What follows belongs to an exercise in optimizing a design on an open flow for small area, a short achievable clock period and few clock cycles per item; a production flow would make more cautious choices.
At most, simulation tests tie the RTL to the original design; equivalence was not proved.

Design cordic_atan2, start of the top module:
module cordic_atan2 (
    input  logic        clk,
    input  logic        rst,
    input  logic        in_valid,
    output logic        in_ready,
    input  logic [31:0] in_x,
    input  logic [31:0] in_y,
    output logic        out_valid,
    input  logic        out_ready,
    output logic [31:0] out_angle,
    output logic [31:0] out_mag,
    output logic        out_zero
);
    logic run_q;
    logic [31:0] r0_x, r0_y;
    logic        r0_v;
    always_ff @(posedge clk) begin
        if (run_q) begin
            r0_x <= in_x;
            r0_y <= in_y;
        end
    end
    always_ff @(posedge clk) begin
        if (rst) r0_v <= 1'b0;
        else if (run_q) r0_v <= in_valid;
    end
    wire        fd_f  = r0_x[31];
    wire        fd_sy = r0_y[31];
    wire [32:0] fd_x = {1'b0, r0_x ^ {32{fd_f}}} + {32'b0, fd_f};
    wire [32:0] fd_y = {r0_y[31], r0_y} ^ {33{fd_f}};
    wire [32:0] fd_y0 = fd_y + {32'b0, fd_f};
    wire i0_d = ~fd_y0[32];   
    wire [32:0] i0_x = fd_x + (fd_y0[32:0] ^ {33{~i0_d}}) + {32'b0, ~i0_d};
    wire [33:0] i0_y = {{1{fd_y0[32]}}, fd_y0} + ({1'b0, fd_x[32:0]} ^ {34{i0_d}}) + {33'b0, i0_d};
    logic [32:0] r1_x;
    logic [0:0] r1_f;
    logic [0:0] r1_sy;
    logic [33:0] r1_y;
    logic [0:0] r1_b0;
    logic r1_v;
    always_ff @(posedge clk) begin
        if (run_q) begin
            r1_x <= i0_x;
            r1_f <= fd_f;
            r1_sy <= fd_sy;
            r1_y <= i0_y;
            r1_b0 <= i0_d;
        end
    end
    always_ff @(posedge clk) begin
        if (rst) r1_v <= 1'b0;
        else if (run_q) r1_v <= r0_v;
  ...
clock: 10.0 ns
lec_check: 0
cap_margin: 20
core_margin: 2
core_utilization: 40
slew_margin: 20
run.sh (not shown) runs the stock make flow with config.mk's settings and CLKGATE_MAP_FILE= SYNTH_SCRIPT=/design/flow/synth_recipe.tcl, a recipe that flattens the netlist after the stock synthesis.
Change:
Settings changed: SETUP_SLACK_MARGIN from default to 5.
Result: The new run completed with no timing, DRC or antenna violations; worst setup slack gets better by 1.7 ns; count of clock-buffer cells in the layout went up by 1; routed wire length rises by 0.89%; critical path depth decreases by 1; via count came out higher by 0.59%; area after synthesis is unchanged; non-clock buffer count rose by 76; register-to-register slack is better by 1.7 ns; die area does not change.
No functional check of the RTL was part of any run of this note.


cordic_atan2, a different RTL version from the one above (not shown whole).
Size in the first run: ~11000 cells after synthesis, roughly 140 I/O pins, roughly 0.10 mm^2 of cells after synthesis.
clock: 10.0 ns
lec_check: 0
abc_area: 1
cap_margin: 20
core_margin: 2
core_utilization: 40
slew_margin: 20
standard.sh (not shown) runs the stock make flow with config.mk's settings and CLKGATE_MAP_FILE= SYNTH_SCRIPT=/design/flow/synth_recipe.tcl, a recipe that flattens the netlist after the stock synthesis.
==> flow/flow/run.sh <==
#!/bin/bash
# Standard ORFS layout, with timing repair aimed at a tighter setup margin.
set -euo pipefail
bash standard.sh SETUP_SLACK_MARGIN=6.8 finish > make_finish.log 2>&1
The first run completed with no timing, DRC or antenna violations.
Testbench counts at the start, summed over its fixed seeds: cycles 664, items 512.
==> next run, changes <==
CORE_UTILIZATION = 50   (was 40)
CTS_CLUSTER_DIAMETER = 60   (was unset)
CTS_CLUSTER_SIZE = 24   (was unset)
PLACE_DENSITY = 0.7   (was unset)
After rerunning:
- The changed run passed the timing, design-rule and antenna checks
- setup slack got worse by 0.066 ns
- routed wire length is lower by 3.9%
- maximum frequency is lower by 1.9%
- register-to-register slack degrades by 0.15 ns
- clock-buffer cell count fell by 76
- worst hold slack improves by 0.034 ns
- global-route usage grows by 4.5 points
- die area falls by 20%


Setup of v52:
cordic_atan2, a different RTL version from the one above (not shown whole).
For scale: ~11000 cells after synthesis, ~140 I/O pins.
Settings: LEC_CHECK=0, ABC_AREA=1, CAP_MARGIN=20, CORE_MARGIN=2, CORE_UTILIZATION=40, CTS_CLUSTER_DIAMETER=110, CTS_CLUSTER_SIZE=28, SLEW_MARGIN=20; clock period 10.0 ns.
==> flow/flow/run.sh <==
#!/bin/bash
# Standard ORFS layout, with timing repair aimed at a tighter setup margin
# and faster buffers on the ports.
set -euo pipefail
bash standard.sh SETUP_SLACK_MARGIN=6.74 "BUFFER_PORTS_ARGS=-buffer_cell sky130_fd_sc_hd__buf_4" finish > make_finish.log 2>&1
Testbench counts of v52, summed over its fixed seeds: cycles 664, items 512.
[inputs] v12 vs v52
Settings: an added PLACE_DENSITY of 0.72; a change of CTS_CLUSTER_SIZE from 28 to 24; a change of CTS_CLUSTER_DIAMETER from 110 to 100.
==> flow/flow/run.sh <==
#!/bin/bash
# Standard ORFS layout, with timing repair aimed at a tighter setup margin
# and faster buffers on the ports.
set -euo pipefail
bash standard.sh SETUP_SLACK_MARGIN=6.8 "BUFFER_PORTS_ARGS=-buffer_cell sky130_fd_sc_hd__buf_4" finish > make_finish.log 2>&1
Findings:
Looking at worst setup path endpoint, the out_mag[0] result is from v12; the out_mag[30] one comes from v52.
Compared to v52, v12 has routed length on met2 about 18% lower.
v12 vs. v52: number of antenna violations at the first check in global routing increased 7, antenna cell count went down.
Input-level comparison between v19 and v12:
Settings: clearing PLACE_DENSITY, which used to be 0.72; swapping 100 for 60 in CTS_CLUSTER_DIAMETER; swapping 24 for 30 in CTS_CLUSTER_SIZE.
==> flow/flow/run.sh <==
#!/bin/bash
# Standard ORFS layout, with timing repair aimed at a tighter setup margin.
set -euo pipefail
bash standard.sh SETUP_SLACK_MARGIN=6.7 finish > make_finish.log 2>&1
--- outcome ---
- v19 went all the way through the flow, and no timing, DRC or antenna check failed.
- Diff v12 -> v19 | share of the clock period used by the worst path after layout | increase of 0.36 points
- Relative to v12, final area has increased by about 1.9% in v19.
- Re number of top-level pins: no difference whatsoever between v12 and v19.
The inputs of v2 differ from those of v19 as listed below.
Settings: CTS_CLUSTER_DIAMETER: 60 -> 100; CTS_BUF_LIST: unset -> sky130_fd_sc_hd__clkbuf_4 sky130_fd_sc_hd__clkbuf_8 sky130_fd_sc_hd__clkbuf_16; CTS_CLUSTER_SIZE: 30 -> 24.
==> flow/flow/run.sh <==
#!/bin/bash
# Standard ORFS layout, with timing repair aimed at a tighter setup margin
# and faster buffers on the ports.
set -euo pipefail
bash standard.sh SETUP_SLACK_MARGIN=6.8 "BUFFER_PORTS_ARGS=-buffer_cell sky130_fd_sc_hd__buf_4" finish > make_finish.log 2>&1
### Flow results
- v2 reached the final stage; the timing, design-rule and antenna checks on its layout passed.
- Diff v19..v2 | number of buffers and inverters on the critical path | unchanged
- Re setup slack: v2 and v19 aren't equal, and the higher value belongs to v2.
- v19 → v2: number of buffers outside the clock class in the layout went up.
- On global-route track usage on met3: between v2 and v19, it ends up lower for v2.
- Taking v19 as the reference, in v2 first-pass GRT wire length lost 3200 um; ratio of final minimum period to clock period lost 0.29 points.

[port drivers added, routing unchanged]
The flow's constraints put no driver on any port. The routed layouts listed below were extracted and timed again, unchanged, in two steps.
Step 1: set_driving_cell puts a clkbuf_16 on clk and a buf_2 on each other input, an assumption about the parent block.
Step 2, shift: input delay + t, output delay - t, t = (earliest + latest rising clock arrival at the registers) / 2. This alone moves slack from input paths to output paths.
Three values: ideal ports, drivers, drivers and shift; two values: the first two.
run | shift t [ns] | setup slack, ns | worst setup path at the end | slew at the worst register clock pin (ns) | worst data-port slew with drivers (ns)
the first run of note 1 | 0.911 | 3.161 / 3.161 / 3.161 | register to register | 0.07 / 0.07 | 0.05
the second run of note 1 | 0.892 | 4.870 / 4.870 / 4.870 | register to register | 0.06 / 0.06 | 0.03
the first run of note 2 | 0.926 | 6.653 / 6.562 / 5.882 | input to register | 0.07 / 0.07 | 0.13
the second run of note 2 | 0.879 | 6.588 / 6.588 / 5.851 | input to register | 0.09 / 0.09 | 0.17
v52 | 0.889 | 6.717 / 6.610 / 6.047 | input to register | 0.11 / 0.11 | 0.06
v12 | 0.865 | 6.712 / 6.607 / 6.137 | input to register | 0.11 / 0.11 | 0.06
v19 | 0.901 | 6.677 / 6.579 / 5.976 | input to register | 0.10 / 0.10 | 0.06
v2 | 0.869 | 6.705 / 6.606 / 6.140 | input to register | 0.10 / 0.10 | 0.06
After both steps every run listed still meets setup and hold. For the first run of note 2, which loses most, drivers alone change the setup slack by -0.091 ns; drivers and shift together by -0.771 ns.
